Context: an optimization exercise on an open-source flow, tuned for small area, a short achievable clock period and few clock cycles per item. The choices shown serve that exercise and are no tape-out recipe.
In this exercise RTL edits were held to simulation tests only and were not proved equivalent to the original.

## job 4118
// sliding_window_mean_stddev
module sliding_window_mean_stddev (
    input  wire logic                               clk,
    input  wire logic                               rst_n,
    input  wire logic                               sample_valid,
    output logic                                    sample_stall,
    input  wire logic signed [swms_pkg::SAMPLE_W-1:0] sample,
    output logic                                    result_valid,
    input  wire logic                               result_stall,
    output logic signed [swms_pkg::SAMPLE_W-1:0]    mean,
    output logic        [swms_pkg::SAMPLE_W-1:0]    deviation,
    output logic                                    valid_res,
    input  wire logic                               cfg_valid,
    output logic                                    cfg_ready,
    input  wire logic   [swms_pkg::LEN_W-1:0]       window_length
);
Size in the first run: about 11000 cells after synthesis, about 3100 flip-flops, about 120000 um2 of cells after synthesis.
clock: 11.0 ns
lec_check: 0
abc_area: 1
abc_clock_period_in_ps: 5000
cap_margin: 20
core_margin: 2
core_utilization: 55
cts_cluster_diameter: 80
cts_cluster_size: 24
setup_slack_margin: 5
slew_margin: 20
run.sh (not shown) runs the stock make flow with config.mk's settings and CLKGATE_MAP_FILE= SYNTH_SCRIPT=/design/flow/synth_recipe.tcl, a recipe that flattens the netlist after the stock synthesis.
Testbench counts of job 4118, summed over its fixed seeds: cycles 2,512, items 2,400.
#### Input delta (job 9716 over job 4118)
- SLEW_MARGIN changed from 20 to 0
- CAP_MARGIN changed from 20 to 0
--- outcome ---
Job 9716 ended with every stage complete and zero timing, DRC or antenna violations. Job 4118 went all the way through the flow, and no timing, DRC or antenna check failed. On job 9716: total of clock buffers placed in the layout is 4 lower than what job 4118 gave. Share of synthesized cell area in full adder, half adder and majority cells: job 9716 vs job 4118 identical. Comparing job 9716 with job 4118, the sequential share of layout area came out essentially unchanged. Of job 4118 and job 9716, the higher smallest hold slack belongs to job 9716. Comparing job 4118 and job 9716, the higher CTS buffer count was measured on job 4118. There was hardly any difference in share of the core filled with cells in the final layout between job 4118 and job 9716. The finished layout cell area of job 4118 and that of job 9716 are within noise of each other. Summary — layout buffer count excluding clock buffers, job 9716 relative to job 4118: higher, by 4. Worst setup slack was lower in job 9716 than in job 4118.
Here is what was changed in the inputs of job 2697 compared with job 9716.
- CAP_MARGIN now 10, was 0
- SLEW_MARGIN now 10, was 0
### Flow results
Comparing job 9716 against job 2697, there is no change at all in setup slack. Taking job 9716 as the reference, in job 2697 number of global-route vias before repair roughly the same, area share of xor/xnor cells in the synthesized design roughly the same, setup TNS roughly the same. From job 9716 to job 2697, wire length of the first global-routing pass did not move at all. Sequential area share after synthesis came out exactly the same in job 9716 and job 2697. As far as number of flip-flops and latches goes, job 2697 and job 9716 are indistinguishable; the numbers are identical.
Relative to job 2697, the following input files were edited for job 1408:
- CAP_MARGIN changed from 10 to 20
- SLEW_MARGIN changed from 10 to 20
- CTS_CLUSTER_SIZE changed from 24 to 28
- CTS_CLUSTER_DIAMETER changed from 80 to 70
## What came out
- Between job 2697 and job 1408, the difference in wire length of the first global-routing pass is negligible.
- Reported for job 2697 and job 1408, count of endpoints failing hold in the final timing report turned out identical to the last digit.

* * *

build 47:
Starting RTL as in the previous note.
Design sliding_window_mean_stddev, start of the top module:
module sliding_window_mean_stddev (
    input  wire logic                               clk,
    input  wire logic                               rst_n,
    input  wire logic                               sample_valid,
    output logic                                    sample_stall,
    input  wire logic signed [swms_pkg::SAMPLE_W-1:0] sample,
    output logic                                    result_valid,
    input  wire logic                               result_stall,
    output logic signed [swms_pkg::SAMPLE_W-1:0]    mean,
    output logic        [swms_pkg::SAMPLE_W-1:0]    deviation,
    output logic                                    valid_res,
    input  wire logic                               cfg_valid,
    output logic                                    cfg_ready,
    input  wire logic   [swms_pkg::LEN_W-1:0]       window_length
);
==> flow/config.mk <==
export PLATFORM = sky130hd
export DESIGN_NAME = sliding_window_mean_stddev
export DESIGN_NICKNAME = sliding_window_mean_stddev
export VERILOG_FILES = /design/flow/design.v
export SDC_FILE = /design/flow/constraint.sdc
export NUM_CORES = 4
export LEC_CHECK = 0
export ABC_AREA = 1
export ABC_CLOCK_PERIOD_IN_PS = 5000
export CAP_MARGIN = 10
export CORE_MARGIN = 2
export CORE_UTILIZATION = 50
export CTS_CLUSTER_DIAMETER = 80
export CTS_CLUSTER_SIZE = 24
export SETUP_SLACK_MARGIN = 5
export SLEW_MARGIN = 10
==> flow/constraint.sdc <==
create_clock -name core_clock -period 11.0 [get_ports {clk}]
set_input_delay 2.2000 -clock core_clock [delete_from_list [all_inputs] [get_ports {clk}]]
set_output_delay 2.2000 -clock core_clock [all_outputs]
set_load 0.01 [all_outputs]
Testbench counts of build 47, summed over its fixed seeds: cycles 2,512, items 2,400.
For build 43, these inputs were changed with respect to build 47:
# build 47
export LEC_CHECK = 0
export ABC_AREA = 1
export ABC_CLOCK_PERIOD_IN_PS = 5000
export CAP_MARGIN = 10
export CORE_MARGIN = 2
export CORE_UTILIZATION = 50
export CTS_CLUSTER_DIAMETER = 80
export CTS_CLUSTER_SIZE = 24
export SETUP_SLACK_MARGIN = 5
export SLEW_MARGIN = 10
create_clock -name core_clock -period 11.0 [get_ports {clk}]
# build 43
export LEC_CHECK = 0
export ABC_CLOCK_PERIOD_IN_PS = 5000
export CAP_MARGIN = 20
export CORE_MARGIN = 2
export CORE_UTILIZATION = 68
export CTS_CLUSTER_DIAMETER = 80
export CTS_CLUSTER_SIZE = 24
export SETUP_SLACK_MARGIN = 5
export SLEW_MARGIN = 20
create_clock -name core_clock -period 11.0 [get_ports {clk}]
--- outcome ---
- The final reports for build 43 and build 47 show final hold slack higher in the former.
- Between build 43 and build 47, share of the synthesized area in compound gates (AO/OA/AOI/OAI) is higher for build 43, build 47 comes in under that.
- Wire length (higher): build 43
- Setup WNS build 47 -> build 43: worse
- Delta (build 43 minus build 47): vertical extent of the die shrank by 64 µm, pin count of the biggest net entering global routing shrank by 5.3%, first-pass GRT wire length grew by about 10%.
- Build 47 → build 43: slew at the pin with the worst max-slew slack shrank by 0.15 ns.
Edits applied to the flow inputs when going from build 43 to build 70:
# build 43
export LEC_CHECK = 0
export ABC_CLOCK_PERIOD_IN_PS = 5000
export CAP_MARGIN = 20
export CORE_MARGIN = 2
export CORE_UTILIZATION = 68
export CTS_CLUSTER_DIAMETER = 80
export CTS_CLUSTER_SIZE = 24
export SETUP_SLACK_MARGIN = 5
export SLEW_MARGIN = 20
create_clock -name core_clock -period 11.0 [get_ports {clk}]
# build 70
export LEC_CHECK = 0
export ABC_CLOCK_PERIOD_IN_PS = 5000
export CAP_MARGIN = 20
export CORE_MARGIN = 2
export CORE_UTILIZATION = 55
export CTS_CLUSTER_DIAMETER = 80
export CTS_CLUSTER_SIZE = 24
export SETUP_SLACK_MARGIN = 5
export SLEW_MARGIN = 20
create_clock -name core_clock -period 11.0 [get_ports {clk}]
--- outcome ---
Per the comparison of build 70 with build 43, longest individual stage delay on the worst path climbed 0.06 ns; final cell count went up.
Diff build 70 and build 43: worst-case hold slack lower in build 70
Build 70 ends up with a core utilization that is 14 points lower than in build 43.
Build 70 completed; timing, DRC and antenna clean
On build 70: post-route fraction of the period consumed by the critical path is 1.0 points lower than what build 43 gave.
What build 73 does differently from build 70 at the input level:
# build 70
export LEC_CHECK = 0
export ABC_CLOCK_PERIOD_IN_PS = 5000
export CAP_MARGIN = 20
export CORE_MARGIN = 2
export CORE_UTILIZATION = 55
export CTS_CLUSTER_DIAMETER = 80
export CTS_CLUSTER_SIZE = 24
export SETUP_SLACK_MARGIN = 5
export SLEW_MARGIN = 20
create_clock -name core_clock -period 11.0 [get_ports {clk}]
# build 73
export LEC_CHECK = 0
export ABC_CLOCK_PERIOD_IN_PS = 5000
export CAP_MARGIN = 20
export CORE_MARGIN = 2
export CORE_UTILIZATION = 55
export CTS_CLUSTER_DIAMETER = 60
export CTS_CLUSTER_SIZE = 30
export SETUP_SLACK_MARGIN = 5
export SLEW_MARGIN = 20
create_clock -name core_clock -period 11.0 [get_ports {clk}]
==> comparison <==
From build 70 to build 73, post-detailed-route DRC marker count did not move at all. Build 70 and build 73 ended up with roughly the same routed wirelength normalized by instance count. Looking at total stage count of the critical path, build 73 sits 1 below build 70. Build 73 and build 70 ended up with roughly the same via count. Build 73 vs build 70: sequential share of layout area down in build 73. Cell count after synthesis: build 73 vs build 70 identical. Hold slack up 0.011 ns in build 73 wrt build 70. There was hardly any difference in number of global-route vias before repair between build 73 and build 70. Setup slack in build 73 vs build 70: down 0.0076 ns. | met1 layer usage reported by global route | build 73 vs build 70 | ≈ equal |.

* * *

wip/umber:
Another version of the RTL of sliding_window_mean_stddev (not shown whole).
Size: ~3100 flip-flops, about 65 I/O pins.
Design sliding_window_mean_stddev, start of the top module:
module sliding_window_mean_stddev (
    input  wire logic                               clk,
    input  wire logic                               rst_n,
    input  wire logic                               sample_valid,
    output logic                                    sample_stall,
    input  wire logic signed [swms_pkg::SAMPLE_W-1:0] sample,
    output logic                                    result_valid,
    input  wire logic                               result_stall,
    output logic signed [swms_pkg::SAMPLE_W-1:0]    mean,
    output logic        [swms_pkg::SAMPLE_W-1:0]    deviation,
    output logic                                    valid_res,
    input  wire logic                               cfg_valid,
    output logic                                    cfg_ready,
    input  wire logic   [swms_pkg::LEN_W-1:0]       window_length
);
clock: 11.0 ns
lec_check: 0
abc_clock_period_in_ps: 5000
cap_margin: 20
core_margin: 2
core_utilization: 55
setup_slack_margin: 5
slew_margin: 20
Testbench counts of wip/umber, summed over its fixed seeds: cycles 2,520, items 2,400.
[inputs] wip/quartz vs wip/umber
# wip/umber
export LEC_CHECK = 0
export ABC_CLOCK_PERIOD_IN_PS = 5000
export CAP_MARGIN = 20
export CORE_MARGIN = 2
export CORE_UTILIZATION = 55
export SETUP_SLACK_MARGIN = 5
export SLEW_MARGIN = 20
create_clock -name core_clock -period 11.0 [get_ports {clk}]
# wip/quartz
export LEC_CHECK = 0
export ABC_CLOCK_PERIOD_IN_PS = 5000
export CAP_MARGIN = 20
export CORE_MARGIN = 2
export CORE_UTILIZATION = 55
export SETUP_SLACK_MARGIN = 5
export SLEW_MARGIN = 20
export TNS_END_PERCENT = 10
create_clock -name core_clock -period 11.0 [get_ports {clk}]
[summary]
Having completed the whole flow, wip/quartz delivered a layout that passed the timing, design-rule and antenna checks. wip/umber completed; timing, DRC and antenna clean. Taking wip/umber as the reference, in wip/quartz area added between synthesis and finish up 0.23 points; utilization shows no meaningful change. TritonCTS buffer count, wip/umber and wip/quartz, higher one = wip/umber. Fraction of layout instances using a drive strength above 1, wip/umber and wip/quartz: lower on wip/quartz. Compared to wip/umber, wip/quartz has layout clock buffer count 1.4% higher. Taking wip/umber as the reference point, the critical path required time of wip/quartz rises by 20 ps. The post-layout minimum cycle time of wip/quartz falls short of that of wip/umber by 44 ps. Against wip/umber as the reference, wip/quartz delivers a lower wire length after detailed routing.

## port drivers added, routing unchanged
In the flow no input, the clock included, has a driving cell. The finished layouts below were timed again as built, in two steps. Step 1: set_driving_cell puts a clkbuf_16 on clk and a buf_2 on each other input, an assumption about the parent block. Step 2 times the ports against the registers' clock, not the clock port: input delays grow and output delays shrink by t, the midpoint of the rising clock arrivals with the driver on. Three values: ideal ports, drivers, drivers and shift; two values: the first two.
| run | t (ns) | setup slack, ns | hold WS [ns] |
|---|---|---|---|
| job 4118 | 0.941 | 5.253 / 5.233 / 4.809 | 0.291 / 0.291 / 0.291 |
| job 9716 | 0.939 | 5.222 / 5.201 / 4.785 | 0.301 / 0.301 / 0.301 |
| job 2697 | 0.939 | 5.222 / 5.201 / 4.785 | 0.301 / 0.301 / 0.301 |
| job 1408 | 0.936 | 5.289 / 5.289 / 4.933 | 0.306 / 0.306 / 0.306 |
| build 47 | 0.941 | 5.234 / 5.234 / 5.015 | 0.301 / 0.301 / 0.301 |
| build 43 | 0.943 | 4.881 / 4.881 / 4.881 | 0.305 / 0.305 / 0.305 |
| build 70 | 0.939 | 4.992 / 4.992 / 4.992 | 0.279 / 0.279 / 0.279 |
| build 73 | 0.938 | 4.984 / 4.984 / 4.984 | 0.291 / 0.291 / 0.291 |
| wip/umber | 0.993 | 4.346 / 4.346 / 4.346 | 0.267 / 0.267 / 0.267 |
| wip/quartz | 0.998 | 4.390 / 4.390 / 3.904 | 0.278 / 0.278 / 0.278 |
After both steps every run listed still meets setup and hold. For wip/quartz, which loses most, drivers alone change the setup slack by 0.000 ns; drivers and shift together by -0.486 ns.
